This design comes from an exercise in tuning for a short achievable clock period and few clock cycles per item on the open sky130 flow, not from production work.
In this exercise RTL edits were held to simulation tests only and were not proved equivalent to the original.
Power figures rest on the tool's default switching activity, not on a simulated workload.

## config.mk

```make
export PLATFORM = sky130hd
export DESIGN_NAME = pipeline_cpu
export DESIGN_NICKNAME = pipeline_cpu
export VERILOG_FILES = /design/flow/design.v
export SDC_FILE = /design/flow/constraint.sdc
export NUM_CORES = 4
export LEC_CHECK = 0
export CAP_MARGIN = 20
export CELL_PAD_IN_SITES_DETAIL_PLACEMENT = 1
export CORE_MARGIN = 2
export CORE_UTILIZATION = 55
export PLACE_DENSITY = 0.65
export SETUP_SLACK_MARGIN = 5
export SLEW_MARGIN = 20
```

## constraint.sdc

```tcl
create_clock -name core_clock -period 8.5 [get_ports {clock}]
set_input_delay 1.7000 -clock core_clock [delete_from_list [all_inputs] [get_ports {clock}]]
set_output_delay 1.7000 -clock core_clock [all_outputs]
set_load 0.01 [all_outputs]
```

## design.v

```verilog
package cpu_pkg;
    typedef logic [32-1:0]       word_t;
    typedef logic [5-1:0] reg_addr_t;
    typedef enum logic [4:0] {
        OP_RTYPE = 5'b00000,
        OP_J     = 5'b00001,
        OP_BNE   = 5'b00010,
        OP_ADDI  = 5'b00101,
        OP_BLT   = 5'b00110,
        OP_SW    = 5'b00111,
        OP_LW    = 5'b01000
    } opcode_e;
    typedef enum logic [4:0] {
        ALU_ADD = 5'd0,
        ALU_SUB = 5'd1,
        ALU_AND = 5'd2,
        ALU_OR  = 5'd3,
        ALU_SLL = 5'd4,
        ALU_SRA = 5'd5
    } alu_op_e;
    typedef enum logic [1:0] {
        FWD_NONE = 2'd0,
        FWD_MEM  = 2'd1,
        FWD_WB   = 2'd2
    } forward_sel_e;
endpackage
`timescale 1ns/100ps
module ks_add32 (
    input  logic [31:0] a,
    input  logic [31:0] b,
    input  logic        cin,
    output logic [31:0] s,
    output logic        cout
);
    logic [191:0] g, p;
    logic [31:0]  x;
    assign x = a ^ b;
    assign p[31:0] = x;
    assign g[31:0] = (a & b) | {31'd0, x[0] & cin};
    genvar k, i;
    generate
        for (k = 1; k < 6; k++) begin : g_lvl
            for (i = 0; i < 32; i++) begin : g_bit
                if (i >= (1 << (k - 1))) begin : g_comb
                    assign g[32*k + i] = g[32*(k-1) + i] |
                                         (p[32*(k-1) + i] & g[32*(k-1) + i - (1 << (k - 1))]);
                    assign p[32*k + i] = p[32*(k-1) + i] & p[32*(k-1) + i - (1 << (k - 1))];
                end else begin : g_pass
                    assign g[32*k + i] = g[32*(k-1) + i];
                    assign p[32*k + i] = p[32*(k-1) + i];
                end
            end
        end
    endgenerate
    assign s    = x ^ {g[32*5 +: 31], cin};
    assign cout = g[32*5 + 31];
endmodule
`timescale 1ns/100ps
module pipeline_cpu (
    input  logic  clock,
    input  logic  rst_n,
    output cpu_pkg::word_t address_imem,
    input  cpu_pkg::word_t q_imem,
    output cpu_pkg::word_t address_dmem,
    output cpu_pkg::word_t data,
    output logic  wren,
    input  cpu_pkg::word_t q_dmem
);
    localparam int BT_IW = 4;
    localparam int BT_N  = 1 << BT_IW;
    localparam int BT_TW = 6;                
    logic [31:0] pc;
    logic        fd_valid;
    logic [31:0] fd_ir, fd_pc, fd_pc1, fd_tgt;
    logic        fd_pred, fd_own, fd_conf;
    logic [1:0]  fd_ctr;
    logic [4:0]  fd_iter, fd_trip;
    logic [31:0] dx_a, dx_b, dx_c, dx_pc, dx_pc1, dx_tgt;
    logic        dx_fa, dx_fb, dx_fc, dx_fc_late;
    logic        dx_add00, dx_add10, dx_add01, dx_add11;
    logic        dx_sub00, dx_sub10, dx_sub01;
    logic        dx_s_and, dx_s_or, dx_s_sll, dx_s_sra;
    logic        dx_ne00, dx_ne10, dx_ne01, dx_lt00, dx_lt10, dx_lt01;
    logic [4:0]  dx_sh, dx_rd;
    logic        dx_writes, dx_is_lw, dx_is_sw, dx_isbr;
    logic        dx_mp_t, dx_mp_n;           
    logic        dx_own, dx_conf;            
    logic [1:0]  dx_ctr;
    logic [4:0]  dx_iter, dx_trip;
    logic [31:0] xm_result, xm_addr, xm_c;
    logic        xm_writes, xm_is_lw, xm_is_sw;
    logic [4:0]  xm_rd;
    logic [31:0] mw_val;
    logic        mw_writes;
    logic [31:1] mw_we;                      
    logic [4:0]  mw_rd;
    logic [31:0] regs [1:31];
    logic [31:0] rf   [32];
    logic             bt_v    [BT_N];
    logic [BT_TW-1:0] bt_tag  [BT_N];
    logic             bt_pt   [BT_N];    
    logic [1:0]       bt_ctr  [BT_N];    
    logic [4:0]       bt_iter [BT_N];    
    logic [4:0]       bt_trip [BT_N];    
    logic             bt_conf [BT_N];    
    logic [31:0] pc1, npc, npc_norm, npc_t, npc_n;
    logic [BT_IW-1:0] f_idx;
    logic        f_hit, f_isj, f_isbr, f_take;
    logic [31:0] f_jt, f_imm, f_btgt;
    logic        f_btgt_co;
    logic        e_redir, e_taken, stall;
    assign address_imem = pc;
    assign pc1   = pc + 32'd1;
    assign f_idx  = pc[BT_IW-1:0];
    assign f_hit  = bt_v[f_idx] && (bt_tag[f_idx] == pc[BT_IW +: BT_TW]);
    assign f_isj  = (q_imem[31:27] == 5'd1);
    assign f_isbr = (q_imem[31:27] == 5'd2) || (q_imem[31:27] == 5'd6);
    assign f_take = f_isbr && (f_hit ? bt_pt[f_idx] : q_imem[16]);
    assign f_jt   = {5'd0, q_imem[26:0]};
    assign f_imm  = {{15{q_imem[16]}}, q_imem[16:0]};
    ks_add32 u_btgt (.a(pc1), .b(f_imm), .cin(1'b0), .s(f_btgt), .cout(f_btgt_co));
    assign npc_norm = stall ? pc : f_isj ? f_jt : f_take ? f_btgt : pc1;
    assign npc_t    = dx_mp_t ? dx_tgt : npc_norm;
    assign npc_n    = dx_mp_n ? dx_pc1 : npc_norm;
    assign npc      = e_taken ? npc_t : npc_n;
    assign e_redir  = e_taken ? dx_mp_t : dx_mp_n;
    always_ff @(posedge clock or negedge rst_n) begin
        if (!rst_n) begin
            pc       <= '0;
            fd_valid <= 1'b0;
        end else begin
            pc       <= npc;
            fd_valid <= e_redir ? 1'b0 : stall ? fd_valid : 1'b1;
        end
    end
    always_ff @(posedge clock) begin
        if (!stall) begin
            fd_ir    <= q_imem;
            fd_pc    <= pc;
            fd_pc1   <= pc1;
            fd_tgt   <= f_btgt;
            fd_pred  <= f_take;
            fd_own   <= f_hit;
            fd_ctr   <= bt_ctr[f_idx];
            fd_iter  <= bt_iter[f_idx];
            fd_trip  <= bt_trip[f_idx];
            fd_conf  <= bt_conf[f_idx];
        end
    end
    logic [4:0]  d_op, d_rd, d_rs, d_rt, d_fn;
    logic        d_is_r, d_is_j, d_is_bne, d_is_addi, d_is_blt, d_is_sw, d_is_lw, d_isbr;
    logic        d_uses_rs, d_uses_rt, d_uses_rd, d_writes, d_go;
    logic [31:0] d_imm, d_ra, d_rb, d_rc, x_val;
    logic        d_fa, d_fb, d_fc, d_fc_late, d_add, d_sub;
    assign d_op = fd_ir[31:27];
    assign d_rd = fd_ir[26:22];
    assign d_rs = fd_ir[21:17];
    assign d_rt = fd_ir[16:12];
    assign d_fn = fd_ir[6:2];
    assign d_is_r    = (d_op == 5'd0);
    assign d_is_j    = (d_op == 5'd1);
    assign d_is_bne  = (d_op == 5'd2);
    assign d_is_addi = (d_op == 5'd5);
    assign d_is_blt  = (d_op == 5'd6);
    assign d_is_sw   = (d_op == 5'd7);
    assign d_is_lw   = (d_op == 5'd8);
    assign d_isbr    = d_is_bne || d_is_blt;
    assign d_uses_rs = d_is_r | d_is_addi | d_is_lw | d_is_sw | d_isbr;
    assign d_uses_rt = d_is_r;
    assign d_uses_rd = d_is_sw | d_isbr;
    assign d_writes  = (d_is_r | d_is_addi | d_is_lw) && (d_rd != 5'd0);
    assign d_imm = {{15{fd_ir[16]}}, fd_ir[16:0]};
    always_comb begin
        rf[0] = 32'd0;
        for (int i = 1; i < 32; i++) rf[i] = regs[i];
    end
    assign x_val = xm_is_lw ? q_dmem : xm_result;
    assign d_ra = (xm_writes && xm_rd == d_rs) ? x_val :
                  (mw_writes && mw_rd == d_rs) ? mw_val : rf[d_rs];
    logic [4:0] d_rb_addr;
    assign d_rb_addr = d_is_r ? d_rt : d_rd;
    assign d_rb = (xm_writes && xm_rd == d_rb_addr) ? x_val :
                  (mw_writes && mw_rd == d_rb_addr) ? mw_val : rf[d_rb_addr];
    assign d_rc = d_rb;
    assign d_fa = d_uses_rs && dx_writes && !dx_is_lw && dx_rd == d_rs;
    assign d_fb = d_uses_rt && dx_writes && !dx_is_lw && dx_rd == d_rt;
    assign d_fc = d_uses_rd && dx_writes && !dx_is_lw && dx_rd == d_rd;
    assign d_fc_late = d_is_sw && dx_writes && dx_is_lw && dx_rd == d_rd;
    assign stall = fd_valid && dx_writes && dx_is_lw &&
                   ((d_uses_rs && dx_rd == d_rs) || (d_uses_rt && dx_rd == d_rt) ||
                    (d_uses_rd && !d_is_sw && dx_rd == d_rd));
    assign d_go  = fd_valid && !stall;
    assign d_add = !d_is_r || d_fn == 5'd0;
    assign d_sub = d_is_r && d_fn == 5'd1;
    logic e_kill;
    logic dx_writes_q, dx_is_lw_q, dx_is_sw_q, dx_isbr_q, dx_mp_t_q, dx_mp_n_q;
    logic dx_ne00_q, dx_ne10_q, dx_ne01_q, dx_lt00_q, dx_lt10_q, dx_lt01_q;
    assign dx_writes = dx_writes_q && !e_kill;
    assign dx_is_lw = dx_is_lw_q && !e_kill;
    assign dx_is_sw = dx_is_sw_q && !e_kill;
    assign dx_isbr = dx_isbr_q && !e_kill;
    assign dx_mp_t = dx_mp_t_q && !e_kill;
    assign dx_mp_n = dx_mp_n_q && !e_kill;
    assign dx_ne00 = dx_ne00_q && !e_kill;
    assign dx_ne10 = dx_ne10_q && !e_kill;
    assign dx_ne01 = dx_ne01_q && !e_kill;
    assign dx_lt00 = dx_lt00_q && !e_kill;
    assign dx_lt10 = dx_lt10_q && !e_kill;
    assign dx_lt01 = dx_lt01_q && !e_kill;
    always_ff @(posedge clock or negedge rst_n) begin
        if (!rst_n) begin
            e_kill    <= 1'b0;
            dx_writes_q <= 1'b0;
            dx_is_lw_q  <= 1'b0;
            dx_is_sw_q  <= 1'b0;
            dx_isbr_q   <= 1'b0;
            dx_mp_t_q   <= 1'b0;
            dx_mp_n_q   <= 1'b0;
            dx_ne00_q   <= 1'b0;
            dx_ne10_q   <= 1'b0;
            dx_ne01_q   <= 1'b0;
            dx_lt00_q   <= 1'b0;
            dx_lt10_q   <= 1'b0;
            dx_lt01_q   <= 1'b0;
        end else begin
            e_kill    <= e_redir;
            dx_writes_q <= d_go && d_writes;
            dx_is_lw_q  <= d_go && d_is_lw;
            dx_is_sw_q  <= d_go && d_is_sw;
            dx_isbr_q   <= d_go && d_isbr;
            dx_mp_t_q   <= d_go && d_isbr && !fd_pred;
            dx_mp_n_q   <= d_go && d_isbr && fd_pred;
            dx_ne00_q   <= d_go && d_is_bne && !d_fc && !d_fa;
            dx_ne10_q   <= d_go && d_is_bne &&  d_fc && !d_fa;
            dx_ne01_q   <= d_go && d_is_bne && !d_fc &&  d_fa;
            dx_lt00_q   <= d_go && d_is_blt && !d_fc && !d_fa;
            dx_lt10_q   <= d_go && d_is_blt &&  d_fc && !d_fa;
            dx_lt01_q   <= d_go && d_is_blt && !d_fc &&  d_fa;
        end
    end
    always_ff @(posedge clock) begin
        dx_rd    <= d_rd;
        dx_a     <= d_ra;
        dx_b     <= d_is_r ? d_rb : d_imm;
        dx_c     <= d_rc;
        dx_pc1   <= fd_pc1;
        dx_pc    <= fd_pc;
        dx_tgt   <= fd_tgt;
        dx_own   <= fd_own;
        dx_ctr   <= fd_ctr;
        dx_iter  <= fd_iter;
        dx_trip  <= fd_trip;
        dx_conf  <= fd_conf;
        dx_fa    <= d_fa;
        dx_fb    <= d_fb;
        dx_fc    <= d_fc;
        dx_fc_late <= d_fc_late;
        dx_sh    <= fd_ir[11:7];
        dx_add00 <= d_add && !d_fa && !d_fb;
        dx_add10 <= d_add &&  d_fa && !d_fb;
        dx_add01 <= d_add && !d_fa &&  d_fb;
        dx_add11 <= d_add &&  d_fa &&  d_fb;
        dx_sub00 <= d_sub && !d_fa && !d_fb;
        dx_sub10 <= d_sub &&  d_fa && !d_fb;
        dx_sub01 <= d_sub && !d_fa &&  d_fb;
        dx_s_and <= d_is_r && d_fn == 5'd2;
        dx_s_or  <= d_is_r && d_fn == 5'd3;
        dx_s_sll <= d_is_r && d_fn == 5'd4;
        dx_s_sra <= d_is_r && d_fn == 5'd5;
    end
    logic [31:0] op_a, op_b, op_c, e_sll, e_sra, e_oth, e_res, e_addr;
    logic [31:0] sum00, sum10, sum01, sum11, dif00, dif10, dif01;
    logic        e_isbr;
    logic        co_s00, co_s10, co_s01, co_d00, co_d10, co_d01;
    logic        lt00, lt10, lt01;
    logic [31:0] lt_s00, lt_s10, lt_s01;
    localparam logic [31:0] MSB = 32'h8000_0000;
    ks_add32 u_s00 (.a(dx_a),      .b(dx_b),       .cin(1'b0), .s(sum00), .cout(co_s00));
    ks_add32 u_s10 (.a(xm_result), .b(dx_b),       .cin(1'b0), .s(sum10), .cout(co_s10));
    ks_add32 u_s01 (.a(dx_a),      .b(xm_result),  .cin(1'b0), .s(sum01), .cout(co_s01));
    ks_add32 u_d00 (.a(dx_a),      .b(~dx_b),      .cin(1'b1), .s(dif00), .cout(co_d00));
    ks_add32 u_d10 (.a(xm_result), .b(~dx_b),      .cin(1'b1), .s(dif10), .cout(co_d10));
    ks_add32 u_d01 (.a(dx_a),      .b(~xm_result), .cin(1'b1), .s(dif01), .cout(co_d01));
    assign sum11 = {xm_result[30:0], 1'b0};
    ks_add32 u_l00 (.a(dx_c ^ MSB),      .b(~(dx_a ^ MSB)),      .cin(1'b1), .s(lt_s00), .cout(lt00));
    ks_add32 u_l10 (.a(xm_result ^ MSB), .b(~(dx_a ^ MSB)),      .cin(1'b1), .s(lt_s10), .cout(lt10));
    ks_add32 u_l01 (.a(dx_c ^ MSB),      .b(~(xm_result ^ MSB)), .cin(1'b1), .s(lt_s01), .cout(lt01));
    assign op_a = dx_fa ? xm_result : dx_a;
    assign op_b = dx_fb ? xm_result : dx_b;
    assign op_c = dx_fc ? xm_result : dx_c;
    assign e_sll = op_a << dx_sh;
    assign e_sra = $signed(op_a) >>> dx_sh;
    assign e_oth = ({32{dx_s_and}} & (op_a & op_b)) | ({32{dx_s_or}} & (op_a | op_b)) |
                   ({32{dx_s_sll}} & e_sll) | ({32{dx_s_sra}} & e_sra);
    assign e_res = ({32{dx_add00}} & sum00) | ({32{dx_add10}} & sum10) |
                   ({32{dx_add01}} & sum01) | ({32{dx_add11}} & sum11) |
                   ({32{dx_sub00}} & dif00) | ({32{dx_sub10}} & dif10) |
                   ({32{dx_sub01}} & dif01) | e_oth;
    assign e_addr = dx_fa ? sum10 : sum00;
    assign e_taken = (dx_ne00 && (dx_c != dx_a)) ||
                     (dx_ne10 && (xm_result != dx_a)) ||
                     (dx_ne01 && (dx_c != xm_result)) ||
                     (dx_lt00 && !lt00) ||
                     (dx_lt10 && !lt10) ||
                     (dx_lt01 && !lt01);
    assign e_isbr = dx_isbr;
    always_ff @(posedge clock or negedge rst_n) begin
        if (!rst_n) begin
            xm_writes <= 1'b0;
            xm_is_lw  <= 1'b0;
            xm_is_sw  <= 1'b0;
        end else begin
            xm_writes <= dx_writes;
            xm_is_lw  <= dx_is_lw;
            xm_is_sw  <= dx_is_sw;
        end
    end
    always_ff @(posedge clock) begin
        xm_rd     <= dx_rd;
        xm_result <= e_res;
        xm_addr   <= e_addr;
        xm_c      <= dx_fc_late ? q_dmem : op_c;
    end
    assign address_dmem = xm_addr;
    assign data         = xm_c;
    assign wren         = xm_is_sw;
    always_ff @(posedge clock or negedge rst_n) begin
        if (!rst_n) begin
            mw_writes <= 1'b0;
        end else begin
            mw_writes <= xm_writes;
        end
    end
    always_ff @(posedge clock) begin
        mw_rd  <= xm_rd;
        mw_val <= x_val;
        for (int i = 1; i < 32; i++) mw_we[i] <= xm_writes && xm_rd == i;
    end
    always_ff @(posedge clock or negedge rst_n) begin
        if (!rst_n) begin
            for (int i = 1; i < 32; i++) regs[i] <= '0;
        end else begin
            for (int i = 1; i < 32; i++) begin
                if (mw_we[i]) regs[i] <= mw_val;
            end
        end
    end
    logic        e_bwr;
    logic [1:0]  e_nctr;
    logic [4:0]  e_niter, e_ntrip;
    logic        e_nconf, e_npt;
    assign e_bwr = e_isbr && (e_taken || dx_own);
    always_comb begin
        e_nctr  = dx_ctr;
        e_niter = dx_iter;
        e_ntrip = dx_trip;
        e_nconf = dx_conf;
        if (!dx_own) begin
            e_nctr  = 2'd3;
            e_niter = 5'd1;
            e_ntrip = 5'd0;
            e_nconf = 1'b0;
        end else if (e_taken) begin
            e_nctr  = (dx_ctr == 2'd3) ? 2'd3 : dx_ctr + 2'd1;
            e_niter = (dx_iter == 5'd31) ? 5'd31 : dx_iter + 5'd1;
        end else begin
            e_nctr  = (dx_ctr == 2'd0) ? 2'd0 : dx_ctr - 2'd1;
            e_niter = 5'd0;
            e_ntrip = dx_iter;
            e_nconf = (dx_iter == dx_trip);
        end
        e_npt = e_nctr[1] && !(e_nconf && e_niter == e_ntrip);
    end
    logic             bu_e;
    logic [BT_IW-1:0] bu_idx;
    logic [BT_TW-1:0] bu_tag;
    logic [1:0]       bu_ctr;
    logic [4:0]       bu_iter, bu_trip;
    logic             bu_conf, bu_pt;
    always_ff @(posedge clock or negedge rst_n) begin
        if (!rst_n) begin
            bu_e <= 1'b0;
        end else begin
            bu_e <= e_bwr;
        end
    end
    always_ff @(posedge clock) begin
        bu_idx  <= dx_pc[BT_IW-1:0];
        bu_tag  <= dx_pc[BT_IW +: BT_TW];
        bu_ctr  <= e_nctr;
        bu_iter <= e_niter;
        bu_trip <= e_ntrip;
        bu_conf <= e_nconf;
        bu_pt   <= e_npt;
    end
    always_ff @(posedge clock or negedge rst_n) begin
        if (!rst_n) begin
            for (int i = 0; i < BT_N; i++) begin
                bt_v[i]    <= 1'b0;
                bt_tag[i]  <= '0;
                bt_pt[i]   <= 1'b0;
                bt_ctr[i]  <= '0;
                bt_iter[i] <= '0;
                bt_trip[i] <= '0;
                bt_conf[i] <= 1'b0;
            end
        end else begin
            for (int i = 0; i < BT_N; i++) begin
                if (bu_e && bu_idx == i) begin
                    bt_v[i]    <= 1'b1;
                    bt_tag[i]  <= bu_tag;
                    bt_pt[i]   <= bu_pt;
                    bt_ctr[i]  <= bu_ctr;
                    bt_iter[i] <= bu_iter;
                    bt_trip[i] <= bu_trip;
                    bt_conf[i] <= bu_conf;
                end
            end
        end
    end
endmodule
```

## run.sh

```bash
#!/bin/bash
# synth_recipe.tcl (not shown) runs the flow's synth.tcl, then flattens the netlist and writes it again
# the make line also repeats each setting of config.mk as NAME=value (left out here)
make -C /OpenROAD-flow-scripts/flow DESIGN_CONFIG=/design/flow/config.mk WORK_HOME=/design/flow/orfs CLKGATE_MAP_FILE= SYNTH_SCRIPT=/design/flow/synth_recipe.tcl finish
```

==> results.sh, run 1 <==
export IMPL_haltStage="global routing (5_1_grt)"
export IMPL_status="did not finish"
export IMPL_synth_distinct_cells=97
export IMPL_htree_levels=4
export IMPL_stop_error="[ERROR GRT-0232] Routing congestion too high. Check the congestion heatmap in the GUI."
export IMPL_syn_nets=9894
export IMPL_core_rowCount=158
export IMPL_grt_max_degree=192
export IMPL_post_place_cells=11617
export IMPL_initial_utilization=0.553
export IMPL_grt_use_total=0.864
export IMPL_yosysSeqAreaShare=0.451
export IMPL_syn_area_per_cell_sq_um=10.8
export IMPL_cts_hold_buf=0
export IMPL_cts_made_buffers=196
export IMPL_grt_overflow=848
export IMPL_clockBufferDepth=3
export IMPL_synth_edf_count=121
export IMPL_clock_sinks=1902
export IMPL_io_buffers=162
export IMPL_die_w_um=436
export IMPL_yosys_most_used_dff="dfrtp_1"
export IMPL_ios=163
export IMPL_cts_root_buf="clkbuf_16"
export IMPL_async_flop_share=0.725
export IMPL_place_gp_congestion=1.05
export IMPL_synth_area_sq_um=103000
export IMPL_dieHeight_um=436
export IMPL_yosys_warnings=10
export IMPL_postSynthCellCount=9503
export IMPL_hpwl_um=308000
export IMPL_synth_seq_cells=1902
## worst max path at each step
stage               startpoint  endpoint  slack [ns]  cells after the start
floorplan            q_imem[0]    pc[24]        4.31                     13
global placement     fd_ir[29]   dx_b[8]        2.66                     11
detailed placement   fd_ir[29]   dx_b[8]        2.56                     11
CTS                  fd_ir[28]   dx_b[8]        4.43                     13
## cells in the mapped netlist (all sizes together) (67+ instances only)
cell    count  area [sq um]
mux2     1381         15600
dfrtp    1379         34500
a22oi     607          4560
clkbuf    571          2140
nor2      494          1860
a21oi     446          2240
dfxtp     402          8050
nand2     402          1510
ha        318          3980
o21ai     307          1550
a221oi    287          2520
inv       272          1020
nand3     262          1310
buf       231          1010
mux2i     230          2320
a22o      211          1850
xnor2     169          1480
edfxtp    121          3630
nand4      97           607
nor3       87           435
a21o       86           646
a222oi     78           781
o211ai     67           503
## power groups by stage
| stage | Sequential (mW) | Combinational, mW | Clock [mW] |
|---|---|---|---|
| after CTS | 12.0 | 8.80 | 9.10 |
| after detailed placement | 12.1 | 7.14 | 0 |
| after global placement | 12.0 | 6.90 | 0 |
| after floorplan | 11.3 | 4.69 | 0 |
## layer usage
layer	overflow	GRT usage
met5	10	0.639
met4	297	0.842
met3	116	0.786
met2	314	0.957
met1	111	0.863
## cells by family after synthesis
| logic type | synth area share |
|---|---|
| muxes | 0.184 |
| xor gates and xnor gates | 0.0200 |
| buffers and inverters | 0.0410 |
| adders and majority gates | 0.0402 |
| AOI/OAI and AO/OA | 0.186 |
| and+or+nand+nor | 0.0779 |
| DFF | 0.451 |
## stage by stage
stage / instance area (sq um) / setup WS (ns)
2_1_floorplan: 103000 / 4.31
4_1_cts: 123000 / 4.43
3_3_place_gp: 107000 / 2.66
3_5_place_dp: 107000 / 2.56
## what timing repair did
item                                     CTS
pin swaps                                306
gates resized for setup                 1225
buffers inserted                         386
gates cloned                              35
endpoints found under the setup margin   382
Testbench counts, summed over its fixed seeds: cycles 73,595, instrs 69,073.
==> inputs of run 2 (changes only) <==
--- a/design.v
+++ b/design.v
@@ -72,13 +72,15 @@
     logic [31:0] pc;
     logic        fd_valid;
     logic [31:0] fd_ir, fd_pc, fd_pc1, fd_tgt;
+    logic        fd_isr;                     
+    logic [4:0]  fd_baddr;
     logic        fd_pred, fd_own, fd_conf;
     logic [1:0]  fd_ctr;
     logic [4:0]  fd_iter, fd_trip;
     logic [31:0] dx_a, dx_b, dx_c, dx_pc, dx_pc1, dx_tgt;
     logic        dx_fa, dx_fb, dx_fc, dx_fc_late;
     logic        dx_add00, dx_add10, dx_add01, dx_add11;
-    logic        dx_sub00, dx_sub10, dx_sub01;
+    logic        dx_sub01, dx_cin;          
     logic        dx_s_and, dx_s_or, dx_s_sll, dx_s_sra;
     logic        dx_ne00, dx_ne10, dx_ne01, dx_lt00, dx_lt10, dx_lt01;
     logic [4:0]  dx_sh, dx_rd;
@@ -118,7 +120,7 @@
     assign f_take = f_isbr && (f_hit ? bt_pt[f_idx] : q_imem[16]);
     assign f_jt   = {5'd0, q_imem[26:0]};
     assign f_imm  = {{15{q_imem[16]}}, q_imem[16:0]};
-    ks_add32 u_btgt (.a(pc1), .b(f_imm), .cin(1'b0), .s(f_btgt), .cout(f_btgt_co));
+    ks_add32 u_btgt (.a(pc), .b(f_imm), .cin(1'b1), .s(f_btgt), .cout(f_btgt_co));
     assign npc_norm = stall ? pc : f_isj ? f_jt : f_take ? f_btgt : pc1;
     assign npc_t    = dx_mp_t ? dx_tgt : npc_norm;
     assign npc_n    = dx_mp_n ? dx_pc1 : npc_norm;
@@ -136,6 +138,8 @@
     always_ff @(posedge clock) begin
         if (!stall) begin
             fd_ir    <= q_imem;
+            fd_isr   <= (q_imem[31:27] == 5'd0);
+            fd_baddr <= (q_imem[31:27] == 5'd0) ? q_imem[16:12] : q_imem[26:22];
             fd_pc    <= pc;
             fd_pc1   <= pc1;
             fd_tgt   <= f_btgt;
@@ -157,7 +161,7 @@
     assign d_rs = fd_ir[21:17];
     assign d_rt = fd_ir[16:12];
     assign d_fn = fd_ir[6:2];
-    assign d_is_r    = (d_op == 5'd0);
+    assign d_is_r    = fd_isr;
     assign d_is_j    = (d_op == 5'd1);
     assign d_is_bne  = (d_op == 5'd2);
     assign d_is_addi = (d_op == 5'd5);
@@ -178,7 +182,7 @@
     assign d_ra = (xm_writes && xm_rd == d_rs) ? x_val :
                   (mw_writes && mw_rd == d_rs) ? mw_val : rf[d_rs];
     logic [4:0] d_rb_addr;
-    assign d_rb_addr = d_is_r ? d_rt : d_rd;
+    assign d_rb_addr = fd_baddr;
     assign d_rb = (xm_writes && xm_rd == d_rb_addr) ? x_val :
                   (mw_writes && mw_rd == d_rb_addr) ? mw_val : rf[d_rb_addr];
     assign d_rc = d_rb;
@@ -241,7 +245,8 @@
     always_ff @(posedge clock) begin
         dx_rd    <= d_rd;
         dx_a     <= d_ra;
-        dx_b     <= d_is_r ? d_rb : d_imm;
+        dx_b     <= d_is_r ? (d_sub ? ~d_rb : d_rb) : d_imm;
+        dx_cin   <= d_sub;
         dx_c     <= d_rc;
         dx_pc1   <= fd_pc1;
         dx_pc    <= fd_pc;
@@ -256,12 +261,10 @@
         dx_fc    <= d_fc;
         dx_fc_late <= d_fc_late;
         dx_sh    <= fd_ir[11:7];
-        dx_add00 <= d_add && !d_fa && !d_fb;
-        dx_add10 <= d_add &&  d_fa && !d_fb;
+        dx_add00 <= (d_add || d_sub) && !d_fa && !d_fb;
+        dx_add10 <= (d_add || d_sub) &&  d_fa && !d_fb;
         dx_add01 <= d_add && !d_fa &&  d_fb;
         dx_add11 <= d_add &&  d_fa &&  d_fb;
-        dx_sub00 <= d_sub && !d_fa && !d_fb;
-        dx_sub10 <= d_sub &&  d_fa && !d_fb;
         dx_sub01 <= d_sub && !d_fa &&  d_fb;
         dx_s_and <= d_is_r && d_fn == 5'd2;
         dx_s_or  <= d_is_r && d_fn == 5'd3;
@@ -269,17 +272,15 @@
         dx_s_sra <= d_is_r && d_fn == 5'd5;
     end
     logic [31:0] op_a, op_b, op_c, e_sll, e_sra, e_oth, e_res, e_addr;
-    logic [31:0] sum00, sum10, sum01, sum11, dif00, dif10, dif01;
+    logic [31:0] sum00, sum10, sum01, sum11, dif01;
     logic        e_isbr;
-    logic        co_s00, co_s10, co_s01, co_d00, co_d10, co_d01;
+    logic        co_s00, co_s10, co_s01, co_d01;
     logic        lt00, lt10, lt01;
     logic [31:0] lt_s00, lt_s10, lt_s01;
     localparam logic [31:0] MSB = 32'h8000_0000;
-    ks_add32 u_s00 (.a(dx_a),      .b(dx_b),       .cin(1'b0), .s(sum00), .cout(co_s00));
-    ks_add32 u_s10 (.a(xm_result), .b(dx_b),       .cin(1'b0), .s(sum10), .cout(co_s10));
+    ks_add32 u_s00 (.a(dx_a),      .b(dx_b),       .cin(dx_cin), .s(sum00), .cout(co_s00));
+    ks_add32 u_s10 (.a(xm_result), .b(dx_b),       .cin(dx_cin), .s(sum10), .cout(co_s10));
     ks_add32 u_s01 (.a(dx_a),      .b(xm_result),  .cin(1'b0), .s(sum01), .cout(co_s01));
-    ks_add32 u_d00 (.a(dx_a),      .b(~dx_b),      .cin(1'b1), .s(dif00), .cout(co_d00));
-    ks_add32 u_d10 (.a(xm_result), .b(~dx_b),      .cin(1'b1), .s(dif10), .cout(co_d10));
     ks_add32 u_d01 (.a(dx_a),      .b(~xm_result), .cin(1'b1), .s(dif01), .cout(co_d01));
     assign sum11 = {xm_result[30:0], 1'b0};
     ks_add32 u_l00 (.a(dx_c ^ MSB),      .b(~(dx_a ^ MSB)),      .cin(1'b1), .s(lt_s00), .cout(lt00));
@@ -294,7 +295,6 @@
                    ({32{dx_s_sll}} & e_sll) | ({32{dx_s_sra}} & e_sra);
     assign e_res = ({32{dx_add00}} & sum00) | ({32{dx_add10}} & sum10) |
                    ({32{dx_add01}} & sum01) | ({32{dx_add11}} & sum11) |
-                   ({32{dx_sub00}} & dif00) | ({32{dx_sub10}} & dif10) |
                    ({32{dx_sub01}} & dif01) | e_oth;
     assign e_addr = dx_fa ? sum10 : sum00;
     assign e_taken = (dx_ne00 && (dx_c != dx_a)) ||
--- a/config.mk
+++ b/config.mk
@@ -8,7 +8,7 @@
 export CAP_MARGIN = 20
 export CELL_PAD_IN_SITES_DETAIL_PLACEMENT = 1
 export CORE_MARGIN = 2
-export CORE_UTILIZATION = 55
-export PLACE_DENSITY = 0.65
+export CORE_UTILIZATION = 40
+export PLACE_DENSITY = 0.5
 export SETUP_SLACK_MARGIN = 5
 export SLEW_MARGIN = 20
==> run 2 against run 1 <==
Now clean on timing, DRC and antenna. Area after synthesis is 4.6% lower. Synthesized cell count is 7.6% lower.
==> results.sh, run 2 <==
export IMPL_status="finished clean"
export IMPL_pwr_share_clk=0.322
export IMPL_regMostFlops="regs"
export IMPL_synth_area_sq_um=97800
export IMPL_async_flop_share=0.723
export IMPL_worst_slew_pin_slew_ns=1.28
export IMPL_io_buffers=162
export IMPL_synth_seq_cells=1907
export IMPL_grt_pass1_wl_um=674000
export IMPL_postSynthCellCount=8779
export IMPL_fin_skew_ns=0.105
export IMPL_seqPwrFrac=0.395
export IMPL_crit_arrival_ns=4.66
export IMPL_utilization=0.489
export IMPL_dieHeight_um=498
export IMPL_routed_wl_um=485000
export IMPL_place_gp_congestion=0.953
export IMPL_syn_nets=9106
export IMPL_synth_simple_area_share=0.0744
export IMPL_yosys_area_share_adder=0.0340
export IMPL_setup_viol=0
export IMPL_via_per_inst=6.86
export IMPL_vias=85242
export IMPL_grt_use_total=0.377
export IMPL_cts_tree="done"
export IMPL_ios=163
export IMPL_hold_viol=0
export IMPL_synth_edf_count=127
export IMPL_drive_above_1_share=0.344
export IMPL_clock_sinks=1907
export IMPL_yosysTopAreaCell="dfrtp_1"
export IMPL_initial_utilization=0.402
export IMPL_syn_to_final_growth_pct=21.5
export IMPL_layout_nets=9349
export IMPL_core_rowCount=181
export IMPL_layout_common_cells="mux2_2, dfrtp_1, a22oi_1"
export IMPL_critPathRequiredTime_ns=9.27
export IMPL_finalSetupTns_ns=0
export IMPL_drt_wirelength_per_cell_um=39.0
export IMPL_critPathMaxFanout=8
export IMPL_path_class="in2reg"
export IMPL_first_pass_iters=10
export IMPL_yosys_most_used_dff="dfrtp_1"
export IMPL_clkTransAtPathRegs_ns=0.07
export IMPL_start_kind="input port"
export IMPL_synth_top_cells_by_count="mux2_2, dfrtp_1, a22oi_1"
export IMPL_drv_cap=0
export IMPL_cts_hold_buf=0
export IMPL_synth_compound_area_frac=0.173
export IMPL_rr_startpoint="pc[0]"
export IMPL_yosys_warnings=10
export IMPL_hold_start="fd_tgt[14]"
export IMPL_post_route_period_util=0.458
export IMPL_drcViolationCount=0
export IMPL_synth_top_family_by_area="multiplexers"
export IMPL_synth_distinct_cells=90
export IMPL_core_sq_um=243000
export IMPL_grt_overflow=0
export IMPL_p_comb_frac=0.284
export IMPL_grt_max_degree=155
export IMPL_htree_levels=4
export IMPL_antenna_found_initial=19
export IMPL_power_density_nw_per_um2=261
export IMPL_total_leakage_power_nw=52.2
export IMPL_cts_made_buffers=212
export IMPL_hpwl_um=284000
export IMPL_cts_root_buf="clkbuf_16"
export IMPL_drt_initial_drc_count=12239
export IMPL_switchingPower_mw=11.1
export IMPL_synth_most_common_cell="mux2_2"
export IMPL_yosysTopAreaCellShare=0.353
export IMPL_hold_path_class="reg2reg"
export IMPL_layout_commonest_cell="mux2_2"
export IMPL_drv_slew=0
export IMPL_power_internal_mw=19.9
export IMPL_worst_setup_path_end_kind="register"
export IMPL_max_freq_ghz=0.257
export IMPL_drtAntennaViolNets=0
export IMPL_slew_headroom=0.138
export IMPL_synth_mux_area_frac=0.189
export IMPL_largest_registers="regs (992), bt_tag (96)"
export IMPL_yosysSeqAreaShare=0.474
export IMPL_die_w_um=498
export IMPL_synth_area_leaders="dfrtp_1, mux2_2, dfxtp_1"
export IMPL_die_area_sq_um=248000
export IMPL_layout_min_cycle_time_ns=3.89
export IMPL_startpoint="q_imem[27]"
export IMPL_clockBufferDepth=3
export IMPL_syn_area_per_cell_sq_um=11.1
export IMPL_rsz0062_at_grt="yes"
export IMPL_largest_reg_flops=992
export IMPL_grt_pass1_vias=86169
export IMPL_ir_drop_mv=0.205
export IMPL_clk_latency_ns=0.92
export IMPL_netSwitchingFraction=0.357
export IMPL_yosys_area_share_xor_xnor=0.0177
export IMPL_p_total_mw=31.0
==> run 2: cell count changes after synthesis, moves of 49 or more <==
cell	delta
a21oi_1	-54
ha_1	-64
inv_1	-76
nand2_1	-83
nand3_1	+81
nor2_1	-75
o21ai_0	-49
==> run 2: critical path, cell delays in order <==
cell and delay [ns]:
clkdlybuf4s50_1 0.58, nor4b_2 0.66, nand2_1 0.53, mux2_8 0.54, mux2i_2 0.19, a211oi_2 0.25
a21oi_1 0.07, a21oi_1 0.13
==> run 2: power by group through the flow <==
stage	sequential (mW)	clock (mW)	combinational [mW]
global route	12.3	10.4	9.26
global placement	12.3	0	6.72
detailed placement	12.4	0	6.85
CTS	12.1	10.0	8.24
finish	12.2	9.97	8.78
floorplan	11.5	0	4.55
==> run 2: cell families (layout without fill, tap and decap cells) <==
family	after synthesis	after routing
simple gates	1505	1506
flops	1907	1907
compound gates	2336	2336
xor+xnor	198	198
mux	1624	1631
other cells	0	27
fa+ha+maj	262	262
buf+inv	947	1365
==> run 2: layer usage <==
metal	track usage	vias to the layer above	share of wire
li1	-	33853	-
met1	0.486	44214	0.39
met2	0.561	5514	0.43
met3	0.108	1645	0.10
met4	0.227	16	0.071
met5	0.00540	-	0.00042
==> run 2: repair_timing <==
| item | 4_1_cts | 5_1_grt |
|---|---|---|
| pin swaps | 146 | 187 |
| cloned | 28 | 8 |
| setup endpoints to repair | 400 | 148 |
| buffers inserted | 218 | 107 |
| gates resized for setup | 785 | 325 |
==> run 2: final timing paths <==
check,to,slack [ns],cells after the start
worst max register to register,pc[15],4.69,16
worst min register to register,dx_tgt[14],0.29,0
worst min-delay path,dx_tgt[14],0.29,0
worst max-delay path,pc[15],4.61,8
max in group asynchronous,regs[16][18],5.59,3
min in group asynchronous,regs[8][8],0.86,1
==> run 2: metrics by stage <==
step	cells	cell area (sq um)	hold WS, ns	setup slack [ns]
floorplan	8779	98100	0.310	4.21
global placement	11646	103000	0.310	3.02
detailed placement	11646	103000	0.313	3.09
CTS	12289	116000	0.311	4.80
global route	12428	119000	0.309	4.56
finish	12434	119000	0.290	4.61
==> run 2: final cells by class <==
type	instances	area, sq um
sequential	1907	46700
antenna	27	67.6
inverter	199	790
timing repair inverter	2	12.5
clock buffer	284	6030
clock inverter	113	1480
fill	25149	124000
multi-input combinational	5933	51800
tap	3202	4010
timing repair buffer	767	8010
Testbench counts of run 2, summed over its fixed seeds: cycles 73,595, instrs 69,073.
==> inputs of run 3 (changes only) <==
--- a/design.v
+++ b/design.v
@@ -66,14 +66,14 @@
     output logic  wren,
     input  cpu_pkg::word_t q_dmem
 );
-    localparam int BT_IW = 4;
+    localparam int BT_IW = 3;                
     localparam int BT_N  = 1 << BT_IW;
-    localparam int BT_TW = 6;                
     logic [31:0] pc;
     logic        fd_valid;
     logic [31:0] fd_ir, fd_pc, fd_pc1, fd_tgt;
     logic        fd_isr;                     
     logic [4:0]  fd_baddr;
+    logic [31:0] fd_rsoh, fd_rboh;           
     logic        fd_pred, fd_own, fd_conf;
     logic [1:0]  fd_ctr;
     logic [4:0]  fd_iter, fd_trip;
@@ -97,9 +97,7 @@
     logic [31:1] mw_we;                      
     logic [4:0]  mw_rd;
     logic [31:0] regs [1:31];
-    logic [31:0] rf   [32];
     logic             bt_v    [BT_N];
-    logic [BT_TW-1:0] bt_tag  [BT_N];
     logic             bt_pt   [BT_N];    
     logic [1:0]       bt_ctr  [BT_N];    
     logic [4:0]       bt_iter [BT_N];    
@@ -111,10 +109,11 @@
     logic [31:0] f_jt, f_imm, f_btgt;
     logic        f_btgt_co;
     logic        e_redir, e_taken, stall;
-    assign address_imem = pc;
+    logic [31:0] pc_out_n;
+    assign address_imem = ~pc_out_n;
     assign pc1   = pc + 32'd1;
     assign f_idx  = pc[BT_IW-1:0];
-    assign f_hit  = bt_v[f_idx] && (bt_tag[f_idx] == pc[BT_IW +: BT_TW]);
+    assign f_hit  = bt_v[f_idx];
     assign f_isj  = (q_imem[31:27] == 5'd1);
     assign f_isbr = (q_imem[31:27] == 5'd2) || (q_imem[31:27] == 5'd6);
     assign f_take = f_isbr && (f_hit ? bt_pt[f_idx] : q_imem[16]);
@@ -129,9 +128,11 @@
     always_ff @(posedge clock or negedge rst_n) begin
         if (!rst_n) begin
             pc       <= '0;
+            pc_out_n <= '1;
             fd_valid <= 1'b0;
         end else begin
             pc       <= npc;
+            pc_out_n <= ~npc;
             fd_valid <= e_redir ? 1'b0 : stall ? fd_valid : 1'b1;
         end
     end
@@ -140,6 +141,8 @@
             fd_ir    <= q_imem;
             fd_isr   <= (q_imem[31:27] == 5'd0);
             fd_baddr <= (q_imem[31:27] == 5'd0) ? q_imem[16:12] : q_imem[26:22];
+            fd_rsoh  <= 32'd1 << q_imem[21:17];
+            fd_rboh  <= 32'd1 << ((q_imem[31:27] == 5'd0) ? q_imem[16:12] : q_imem[26:22]);
             fd_pc    <= pc;
             fd_pc1   <= pc1;
             fd_tgt   <= f_btgt;
@@ -174,17 +177,22 @@
     assign d_uses_rd = d_is_sw | d_isbr;
     assign d_writes  = (d_is_r | d_is_addi | d_is_lw) && (d_rd != 5'd0);
     assign d_imm = {{15{fd_ir[16]}}, fd_ir[16:0]};
+    logic [31:0] rd_a, rd_b;
     always_comb begin
-        rf[0] = 32'd0;
-        for (int i = 1; i < 32; i++) rf[i] = regs[i];
+        rd_a = 32'd0;
+        rd_b = 32'd0;
+        for (int i = 1; i < 32; i++) begin
+            rd_a = rd_a | ({32{fd_rsoh[i]}} & regs[i]);
+            rd_b = rd_b | ({32{fd_rboh[i]}} & regs[i]);
+        end
     end
     assign x_val = xm_is_lw ? q_dmem : xm_result;
     assign d_ra = (xm_writes && xm_rd == d_rs) ? x_val :
-                  (mw_writes && mw_rd == d_rs) ? mw_val : rf[d_rs];
+                  (mw_writes && mw_rd == d_rs) ? mw_val : rd_a;
     logic [4:0] d_rb_addr;
     assign d_rb_addr = fd_baddr;
     assign d_rb = (xm_writes && xm_rd == d_rb_addr) ? x_val :
-                  (mw_writes && mw_rd == d_rb_addr) ? mw_val : rf[d_rb_addr];
+                  (mw_writes && mw_rd == d_rb_addr) ? mw_val : rd_b;
     assign d_rc = d_rb;
     assign d_fa = d_uses_rs && dx_writes && !dx_is_lw && dx_rd == d_rs;
     assign d_fb = d_uses_rt && dx_writes && !dx_is_lw && dx_rd == d_rt;
@@ -289,8 +297,13 @@
     assign op_a = dx_fa ? xm_result : dx_a;
     assign op_b = dx_fb ? xm_result : dx_b;
     assign op_c = dx_fc ? xm_result : dx_c;
-    assign e_sll = op_a << dx_sh;
-    assign e_sra = $signed(op_a) >>> dx_sh;
+    logic [31:0] sll_a, sll_x, sra_a, sra_x;
+    assign sll_a = dx_a << dx_sh;
+    assign sll_x = xm_result << dx_sh;
+    assign sra_a = $signed(dx_a) >>> dx_sh;
+    assign sra_x = $signed(xm_result) >>> dx_sh;
+    assign e_sll = dx_fa ? sll_x : sll_a;
+    assign e_sra = dx_fa ? sra_x : sra_a;
     assign e_oth = ({32{dx_s_and}} & (op_a & op_b)) | ({32{dx_s_or}} & (op_a | op_b)) |
                    ({32{dx_s_sll}} & e_sll) | ({32{dx_s_sra}} & e_sra);
     assign e_res = ({32{dx_add00}} & sum00) | ({32{dx_add10}} & sum10) |
@@ -346,34 +359,31 @@
         end
     end
     logic        e_bwr;
-    logic [1:0]  e_nctr;
-    logic [4:0]  e_niter, e_ntrip;
-    logic        e_nconf, e_npt;
+    logic [1:0]  t_ctr, n_ctr;
+    logic [4:0]  t_iter, t_trip, n_iter, n_trip;
+    logic        t_conf, n_conf, t_pt, n_pt;
     assign e_bwr = e_isbr && (e_taken || dx_own);
     always_comb begin
-        e_nctr  = dx_ctr;
-        e_niter = dx_iter;
-        e_ntrip = dx_trip;
-        e_nconf = dx_conf;
         if (!dx_own) begin
-            e_nctr  = 2'd3;
-            e_niter = 5'd1;
-            e_ntrip = 5'd0;
-            e_nconf = 1'b0;
-        end else if (e_taken) begin
-            e_nctr  = (dx_ctr == 2'd3) ? 2'd3 : dx_ctr + 2'd1;
-            e_niter = (dx_iter == 5'd31) ? 5'd31 : dx_iter + 5'd1;
+            t_ctr  = 2'd3;
+            t_iter = 5'd1;
+            t_trip = 5'd0;
+            t_conf = 1'b0;
         end else begin
-            e_nctr  = (dx_ctr == 2'd0) ? 2'd0 : dx_ctr - 2'd1;
-            e_niter = 5'd0;
-            e_ntrip = dx_iter;
-            e_nconf = (dx_iter == dx_trip);
+            t_ctr  = (dx_ctr == 2'd3) ? 2'd3 : dx_ctr + 2'd1;
+            t_iter = (dx_iter == 5'd31) ? 5'd31 : dx_iter + 5'd1;
+            t_trip = dx_trip;
+            t_conf = dx_conf;
         end
-        e_npt = e_nctr[1] && !(e_nconf && e_niter == e_ntrip);
+        t_pt   = t_ctr[1] && !(t_conf && t_iter == t_trip);
+        n_ctr  = (dx_ctr == 2'd0) ? 2'd0 : dx_ctr - 2'd1;
+        n_iter = 5'd0;
+        n_trip = dx_iter;
+        n_conf = (dx_iter == dx_trip);
+        n_pt   = n_ctr[1] && !(n_conf && n_iter == n_trip);
     end
     logic             bu_e;
     logic [BT_IW-1:0] bu_idx;
-    logic [BT_TW-1:0] bu_tag;
     logic [1:0]       bu_ctr;
     logic [4:0]       bu_iter, bu_trip;
     logic             bu_conf, bu_pt;
@@ -386,18 +396,16 @@
     end
     always_ff @(posedge clock) begin
         bu_idx  <= dx_pc[BT_IW-1:0];
-        bu_tag  <= dx_pc[BT_IW +: BT_TW];
-        bu_ctr  <= e_nctr;
-        bu_iter <= e_niter;
-        bu_trip <= e_ntrip;
-        bu_conf <= e_nconf;
-        bu_pt   <= e_npt;
+        bu_ctr  <= e_taken ? t_ctr  : n_ctr;
+        bu_iter <= e_taken ? t_iter : n_iter;
+        bu_trip <= e_taken ? t_trip : n_trip;
+        bu_conf <= e_taken ? t_conf : n_conf;
+        bu_pt   <= e_taken ? t_pt   : n_pt;
     end
     always_ff @(posedge clock or negedge rst_n) begin
         if (!rst_n) begin
             for (int i = 0; i < BT_N; i++) begin
                 bt_v[i]    <= 1'b0;
-                bt_tag[i]  <= '0;
                 bt_pt[i]   <= 1'b0;
                 bt_ctr[i]  <= '0;
                 bt_iter[i] <= '0;
@@ -408,7 +416,6 @@
             for (int i = 0; i < BT_N; i++) begin
                 if (bu_e && bu_idx == i) begin
                     bt_v[i]    <= 1'b1;
-                    bt_tag[i]  <= bu_tag;
                     bt_pt[i]   <= bu_pt;
                     bt_ctr[i]  <= bu_ctr;
                     bt_iter[i] <= bu_iter;
==> run 3 against run 2 <==
Still clean. Critical path depth is 8 higher. First-iteration DRC count is 4.3% lower. Non-clock buffer count is 170 lower. Area after synthesis is 6.8% lower. Setup slack better by 0.18 ns. Clock power is 9.4% lower. Highest routed layer unchanged.
==> results.sh, run 3 <==
export IMPL_status="finished clean"
export IMPL_syn_area_per_cell_sq_um=11.1
export IMPL_die_w_um=481
export IMPL_antenna_found_initial=29
export IMPL_vias=78638
export IMPL_io_buffers=162
export IMPL_clock_sinks=1764
export IMPL_drcViolationCount=0
export IMPL_yosys_most_used_dff="dfrtp_1"
export IMPL_hold_start="dx_pc[2]"
export IMPL_synth_distinct_cells=98
export IMPL_instances_no_fill=11504
export IMPL_min_to="bu_idx[2]"
export IMPL_first_pass_iters=9
export IMPL_post_place_cells=10943
export IMPL_grt_pass1_vias=78778
export IMPL_drt_initial_drc_count=11714
export IMPL_core_rowCount=175
export IMPL_synth_most_common_cell="mux2_2"
export IMPL_utilization=0.475
export IMPL_hold_path_class="reg2reg"
export IMPL_fin_skew_ns=0.0770
export IMPL_power_density_nw_per_um2=262
export IMPL_cts_made_buffers=197
export IMPL_ir_drop_mv=0.194
export IMPL_grt_overflow=0
export IMPL_yosysTopAreaCellShare=0.319
export IMPL_synth_area_leaders="dfrtp_1, mux2_2, dfxtp_1"
export IMPL_cts_root_buf="clkbuf_16"
export IMPL_drt_wirelength_per_cell_um=38.3
export IMPL_postSynthCellCount=8177
export IMPL_slowest_stage="or4_4"
export IMPL_synth_top_cells_by_count="mux2_2, dfrtp_1, clkbuf_1"
export IMPL_cts_tree="done"
export IMPL_synth_seq_cells=1764
export IMPL_core_sq_um=227000
export IMPL_drive_above_1_share=0.302
export IMPL_hpwl_um=263000
export IMPL_clockBufferDepth=3
export IMPL_htree_levels=4
export IMPL_yosys_warnings=8
export IMPL_rsz0062_at_grt="yes"
export IMPL_grt_max_degree=169
export IMPL_ff2ff_path_depth=16
export IMPL_layout_nets=8646
export IMPL_yosysSeqAreaShare=0.474
export IMPL_layout_min_cycle_time_ns=3.72
export IMPL_regMostFlops="regs"
export IMPL_syn_to_final_growth_pct=18.3
export IMPL_dieHeight_um=481
export IMPL_drtAntennaViolNets=0
export IMPL_drv_slew=0
export IMPL_crit_chain="buf_6 -> ha_4 -> nand4_1 -> or4_4 -> nor2_4 -> nand4_1 -> o31ai_2 -> a31oi_1 -> buf_4 -> a311oi_2 -> buf_4 -> and3_4 -> nor2_4 -> buf_12 -> buf_8 -> a311o_1"
export IMPL_layout_common_cells="mux2_2, dfrtp_1, a22oi_1"
export IMPL_rr_startpoint="xm_result[27]"
export IMPL_worst_setup_path_end_kind="register"
export IMPL_via_per_inst=6.84
export IMPL_clkTransAtPathRegs_ns=0.06
export IMPL_r2r_end="pc_out_n[28]"
export IMPL_synth_edf_count=182
export IMPL_max_freq_ghz=0.269
export IMPL_ios=163
export IMPL_path_class="reg2reg"
export IMPL_hold_viol=0
export IMPL_reg2reg_slack_ns=4.78
export IMPL_largest_registers="regs (992), bt_iter (40), bt_trip (40)"
export IMPL_async_flop_share=0.677
export IMPL_setup_viol=0
export IMPL_critPathMaxStageDelay_ns=0.54
export IMPL_place_gp_congestion=0.952
export IMPL_clk_latency_ns=0.89
export IMPL_worst_slew_pin_slew_ns=1.27
export IMPL_start_kind="register"
export IMPL_total_leakage_power_nw=46.8
export IMPL_post_route_period_util=0.437
export IMPL_seq_area_sq_um=43400
export IMPL_routed_wl_um=440000
export IMPL_initial_utilization=0.402
export IMPL_critPathRequiredTime_ns=9.31
export IMPL_slew_headroom=0.153
export IMPL_synth_area_sq_um=91100
export IMPL_layout_commonest_cell="mux2_2"
export IMPL_grt_use_total=0.368
export IMPL_finalSetupTns_ns=0
export IMPL_yosysTopAreaCell="dfrtp_1"
export IMPL_die_area_sq_um=232000
export IMPL_crit_arrival_ns=4.53
export IMPL_hold_depth=0
export IMPL_syn_nets=8507
export IMPL_grt_pass1_wl_um=611000
export IMPL_multi_input_area_sq_um=47100
export IMPL_n_fill_cell=23661
export IMPL_largest_reg_flops=992
export IMPL_drv_cap=0
export IMPL_critPathMaxFanout=6
-- run 3: how the worst max path moves through the flow --
stage | startpoint | end | cells after the start
2_1_floorplan | q_imem[0] | pc[30] | 13
3_3_place_gp | q_imem[0] | fd_tgt[30] | 14
3_5_place_dp | q_imem[0] | pc[30] | 14
4_1_cts | dx_a[12] | pc[23] | 14
5_1_grt | dx_a[28] | pc_out_n[28] | 16
6_report | xm_result[27] | pc_out_n[28] | 16
-- run 3: per-stage QoR --
| step | cell area [sq um] | hold slack, ns | power [mW] | worst slack, ns |
|---|---|---|---|---|
| finish | 108000 | 0.329 | 28.3 | 4.78 |
| global route | 108000 | 0.337 | 29.4 | 4.68 |
| CTS | 106000 | 0.335 | 27.6 | 4.82 |
| detailed placement | 96500 | 0.316 | 18.1 | 3.14 |
| global placement | 96400 | 0.312 | 17.9 | 3.16 |
| floorplan | 91400 | 0.310 | 15.3 | 4.35 |
-- run 3: cells by family (layout without fill, tap and decap cells) --
group                    count (synthesis)  after routing  share of synthesized area
multiplexers                          1416           1416                      0.177
other                                    0              6                          0
adder cells (fa/ha/maj)                264            264                     0.0368
AO/OA/AOI/OAI                         2242           2242                      0.183
AND/OR/NAND/NOR                       1415           1415                     0.0745
XOR/XNOR                               191            191                     0.0184
buffers and inverters                  885           1197                     0.0369
flip-flops                            1764           1764                      0.474
-- run 3: repair_timing --
action	CTS	global route
gates resized for setup	444	307
hold buffers	0	0
endpoints found under the setup margin	398	221
pin swaps	69	86
buffers inserted	87	76
gates cloned	12	8
-- run 3: power breakdown --
part           total (mW)  internal (mW)  switching, mW
clock network        9.03           5.20           3.83
logic                7.59           3.19           4.40
registers            11.7           10.0           1.65
total                28.3           18.4           9.88
-- run 3: layer usage --
metal | global-route usage | part of all wire
met3 | 0.0974 | 0.11
met4 | 0.205 | 0.066
met1 | 0.495 | 0.40
met5 | 0.00145 | 0.00042
met2 | 0.537 | 0.42
-- run 3: worst max-delay path: cells and delay by family, from the launching register on --
kind                       cells  cell delay [ns]
adders and majority gates      1             0.26
and+or+nand+nor                6             1.40
AOI/OAI and AO/OA              4             0.93
buffers and inverters          5             0.76
DFF                            1             0.31
-- run 3: layout make-up --
| cell class | instances | area share |
|---|---|---|
| Antenna cell | 6 | 0.000139 |
| Inverter | 226 | 0.00851 |
| Clock buffer | 292 | 0.0538 |
| Sequential cell | 1764 | 0.403 |
| Multi-Input combinational cell | 5528 | 0.437 |
| Timing Repair Buffer | 597 | 0.0538 |
| Clock inverter | 80 | 0.00925 |
| Tap cell | 3009 | 0.0349 |
| Timing Repair inverter | 2 | 0.000151 |
Testbench counts of run 3, summed over its fixed seeds: cycles 73,827, instrs 69,073.
==> inputs of run 4 (changes only) <==
--- a/config.mk
+++ b/config.mk
@@ -8,7 +8,7 @@
 export CAP_MARGIN = 20
 export CELL_PAD_IN_SITES_DETAIL_PLACEMENT = 1
 export CORE_MARGIN = 2
-export CORE_UTILIZATION = 40
-export PLACE_DENSITY = 0.5
+export CORE_UTILIZATION = 35
+export PLACE_DENSITY = 0.45
 export SETUP_SLACK_MARGIN = 5
 export SLEW_MARGIN = 20
==> run 4 against run 3 <==
Still clean on timing, DRC and antenna. Clock skew up 0.027 ns. Critical path depth down 2. First-iteration DRC count down 12%. Count of clock-buffer cells in the layout up 24. Design area up 1.1%. Utilization down 5.5 points. Non-clock buffer count up 17. Flip-flop and latch count unchanged. Area after synthesis unchanged. Setup slack better by 0.064 ns. Power up 1.5%. Clock power up 3.7%. Largest cell class unchanged. Largest power group unchanged. Highest routed layer unchanged.
==> results.sh, run 4 <==
export IMPL_die_area_sq_um=264000
export IMPL_min_to="dx_pc[1]"
export IMPL_routed_wl_um=462000
export IMPL_postSynthCellCount=8177
export IMPL_crit_buf_inv=2
export IMPL_ir_drop_mv=0.170
export IMPL_n_fill_cell=27295
export IMPL_seq_area_sq_um=43400
export IMPL_antenna_found_initial=29
export IMPL_layout_min_cycle_time_ns=3.65
export IMPL_drt_wirelength_per_cell_um=38.8
export IMPL_utilization=0.420
export IMPL_hold_path_class="reg2reg"
export IMPL_power_density_nw_per_um2=263
export IMPL_yosys_most_used_dff="dfrtp_1"
export IMPL_regMostFlops="regs"
export IMPL_slowest_stage="a211oi_2"
export IMPL_grt_busiest_layer="met2"
export IMPL_die_w_um=514
export IMPL_synth_area_sq_um=91100
export IMPL_synth_distinct_cells=98
export IMPL_critPathMaxFanout=3
export IMPL_via_per_inst=6.60
export IMPL_layout_common_cells="mux2_2, dfrtp_1, a22oi_1"
export IMPL_synth_top_cells_by_count="mux2_2, dfrtp_1, clkbuf_1"
export IMPL_first_pass_iters=9
export IMPL_clkTransAtPathRegs_ns=0.06
export IMPL_synth_simple_area_share=0.0745
export IMPL_dieHeight_um=514
export IMPL_hold_start="fd_pc[1]"
export IMPL_path_delay_family="compound AO/OA/AOI/OAI gates"
export IMPL_htree_levels=4
export IMPL_core_sq_um=259000
export IMPL_grt_use_total=0.335
export IMPL_worst_slew_pin_slew_ns=1.26
export IMPL_yosys_area_share_adder=0.0368
export IMPL_synth_top_family_by_area="compound AO/OA/AOI/OAI gates"
export IMPL_path_class="in2reg"
export IMPL_synth_seq_cells=1764
export IMPL_largest_reg_flops=992
export IMPL_yosys_area_share_xor_xnor=0.0184
export IMPL_syn_area_per_cell_sq_um=11.1
export IMPL_grt_pass1_vias=78790
export IMPL_max_freq_ghz=0.274
export IMPL_synth_compound_area_frac=0.183
export IMPL_layout_nets=8675
export IMPL_use_met3=0.0810
export IMPL_critPathMaxStageDelay_ns=0.38
export IMPL_drv_cap=0
export IMPL_use_met1=0.453
export IMPL_slew_headroom=0.160
export IMPL_synth_area_leaders="dfrtp_1, mux2_2, dfxtp_1"
export IMPL_core_rowCount=187
export IMPL_syn_nets=8507
export IMPL_post_place_cells=11345
export IMPL_io_buffers=162
export IMPL_final_area_sq_um=109000
export IMPL_place_area_sq_um=97000
export IMPL_synth_mux_area_frac=0.177
export IMPL_worst_setup_path_end_kind="register"
export IMPL_yosysTopAreaCell="dfrtp_1"
export IMPL_status="finished clean"
export IMPL_rr_startpoint="dx_fa"
export IMPL_drv_slew=0
export IMPL_yosysTopAreaCellShare=0.319
export IMPL_r2r_end="xm_result[30]"
export IMPL_rsz0062_at_grt="yes"
export IMPL_hold_depth=0
export IMPL_total_leakage_power_nw=47.1
export IMPL_async_flop_share=0.677
export IMPL_instances_no_fill=11918
export IMPL_fin_skew_ns=0.104
export IMPL_yosysSeqAreaShare=0.474
export IMPL_reg2reg_slack_ns=4.86
export IMPL_drt_initial_drc_count=10332
export IMPL_grt_pass1_wl_um=632000
export IMPL_synth_edf_count=182
export IMPL_cts_root_buf="clkbuf_16"
export IMPL_post_route_period_util=0.430
export IMPL_finalSetupTns_ns=0
export IMPL_grt_max_degree=155
export IMPL_hpwl_um=275000
export IMPL_initial_utilization=0.352
export IMPL_drtAntennaViolNets=0
export IMPL_start_kind="input port"
export IMPL_crit_chain="buf_12 -> inv_12 -> ha_4 -> fa_2 -> nand2b_4 -> a21oi_4 -> o2111ai_4 -> a21boi_4 -> o211ai_2 -> a211oi_2 -> o41a_1 -> mux2i_1 -> nand4_1 -> o221a_2"
export IMPL_cts_made_buffers=209
export IMPL_cts_hold_buf=0
export IMPL_use_met2=0.495
export IMPL_layout_commonest_cell="mux2_2"
export IMPL_largest_registers="regs (992), bt_iter (40), bt_trip (40)"
export IMPL_clock_sinks=1764
export IMPL_cts_tree="done"
export IMPL_yosys_warnings=8
export IMPL_multi_input_area_sq_um=47300
export IMPL_place_gp_congestion=0.935
export IMPL_drcViolationCount=0
export IMPL_setup_viol=0
export IMPL_critPathRequiredTime_ns=9.25
export IMPL_drive_above_1_share=0.306
export IMPL_grt_overflow=0
export IMPL_hold_viol=0
export IMPL_clockBufferDepth=4
export IMPL_synth_most_common_cell="mux2_2"
export IMPL_crit_arrival_ns=4.40
export IMPL_clk_latency_ns=0.91
export IMPL_ios=163
export IMPL_ff2ff_path_depth=11
export IMPL_p_total_mw=28.7
export IMPL_vias=78643
export IMPL_syn_to_final_growth_pct=19.5
==> run 4: changes by cell type in the layout (fill, tap and decap cells not counted), moves of 9 or more <==
cell / delta
clkbuf_8: +9
clkbuf_16: +22
o221ai_1: -9
dfxtp_4: +12
o221ai_2: +9
==> run 4: worst max path at each step <==
stage                       start       endpoint  slack [ns]  depth (start not counted)
floorplan               q_imem[0]         pc[30]        4.35                         13
global placement        q_imem[0]     fd_tgt[30]        3.16                         14
detailed placement      q_imem[0]         pc[30]        3.11                         14
CTS                       dx_a[4]  xm_result[30]        4.89                         14
global route        xm_result[21]          pc[5]        4.76                         14
finish                  q_imem[0]         pc[30]        4.85                         14
==> run 4: kinds of logic after synthesis <==
group	after synthesis
AO/OA/AOI/OAI	2242
flip-flops	1764
multiplexers	1416
AND/OR/NAND/NOR	1415
buffers and inverters	885
adder cells (fa/ha/maj)	264
XOR/XNOR	191
==> run 4: metrics by stage <==
| step | setup WS [ns] | hold slack (ns) |
|---|---|---|
| 2_1_floorplan | 4.35 | 0.310 |
| 3_3_place_gp | 3.16 | 0.314 |
| 3_5_place_dp | 3.11 | 0.314 |
| 4_1_cts | 4.89 | 0.308 |
| 5_1_grt | 4.76 | 0.332 |
| 6_report | 4.85 | 0.322 |
==> run 4: power breakdown <==
part / total, mW / leakage, nW / switching [mW] / internal (mW)
sequential: 11.6 / 21.6 / 1.63 / 10.0
combinational: 7.70 / 22.1 / 4.51 / 3.19
clock: 9.36 / 3.47 / 3.85 / 5.52
total: 28.7 / 47.1 / 9.99 / 18.7
==> run 4: repair_timing <==
action                     CTS  global route
gates resized for setup    524           279
buffers inserted           122            44
pin swaps                   91            95
setup endpoints to repair  373           132
gates cloned                 8            15
==> run 4: layout make-up <==
| cell class | count | share of cell area |
|---|---|---|
| sequential | 1764 | 0.399 |
| clock buffer | 316 | 0.0583 |
| multi-input combinational | 5530 | 0.434 |
| timing repair buffer | 614 | 0.0558 |
| tap | 3402 | 0.0391 |
| inverter | 226 | 0.00821 |
| clock inverter | 57 | 0.00597 |
| antenna | 9 | 0.000207 |
==> run 4: per-layer routing <==
metal | part of all wire | vias to the layer above
met5 | 0.00035 | -
met4 | 0.061 | 16
met3 | 0.096 | 1206
met2 | 0.43 | 4519
met1 | 0.41 | 41350
li1 | - | 31552
==> run 4: worst reg2reg max path, stage by stage (launching register included) <==
cell and delay (ns):
dfxtp_4 0.36, buf_12 0.16, buf_16 0.24, mux2i_1 0.59
nand2_1 0.16, a31o_2 0.30, mux4_2 0.57, nand2_1 0.11
o21ai_0 0.12, a221oi_2 0.46, o2111ai_1 0.18, a221o_1 0.28

[afterwards: timing with drivers on the ports]
In the flow no input, the clock included, has a driving cell. The finished layouts below were timed again as built, in two steps. Step 1: set_driving_cell puts a clkbuf_16 on clock and a buf_2 on each other input, an assumption about the parent block. Step 2 also shifts input and output timing later by t, the mid clock arrival at the registers, as if the neighbouring blocks saw the same clock. a / b / c = ideal / step 1 / step 2; a / b = the first two.
| run | t, ns | setup slack, ns | clock arrival spread, ns |
|---|---|---|---|
| run 2 | 0.975 | 4.607 / 4.691 / 3.716 | 0.108 / 0.108 |
| run 3 | 0.958 | 4.784 / 4.784 / 3.949 | 0.089 / 0.089 |
| run 4 | 0.950 | 4.848 / 4.856 / 3.933 | 0.113 / 0.113 |
After both steps setup and hold are still met in every run listed. The setup slack of run 4, which loses most, moves by +0.008 ns with the drivers and by -0.915 ns with both steps.
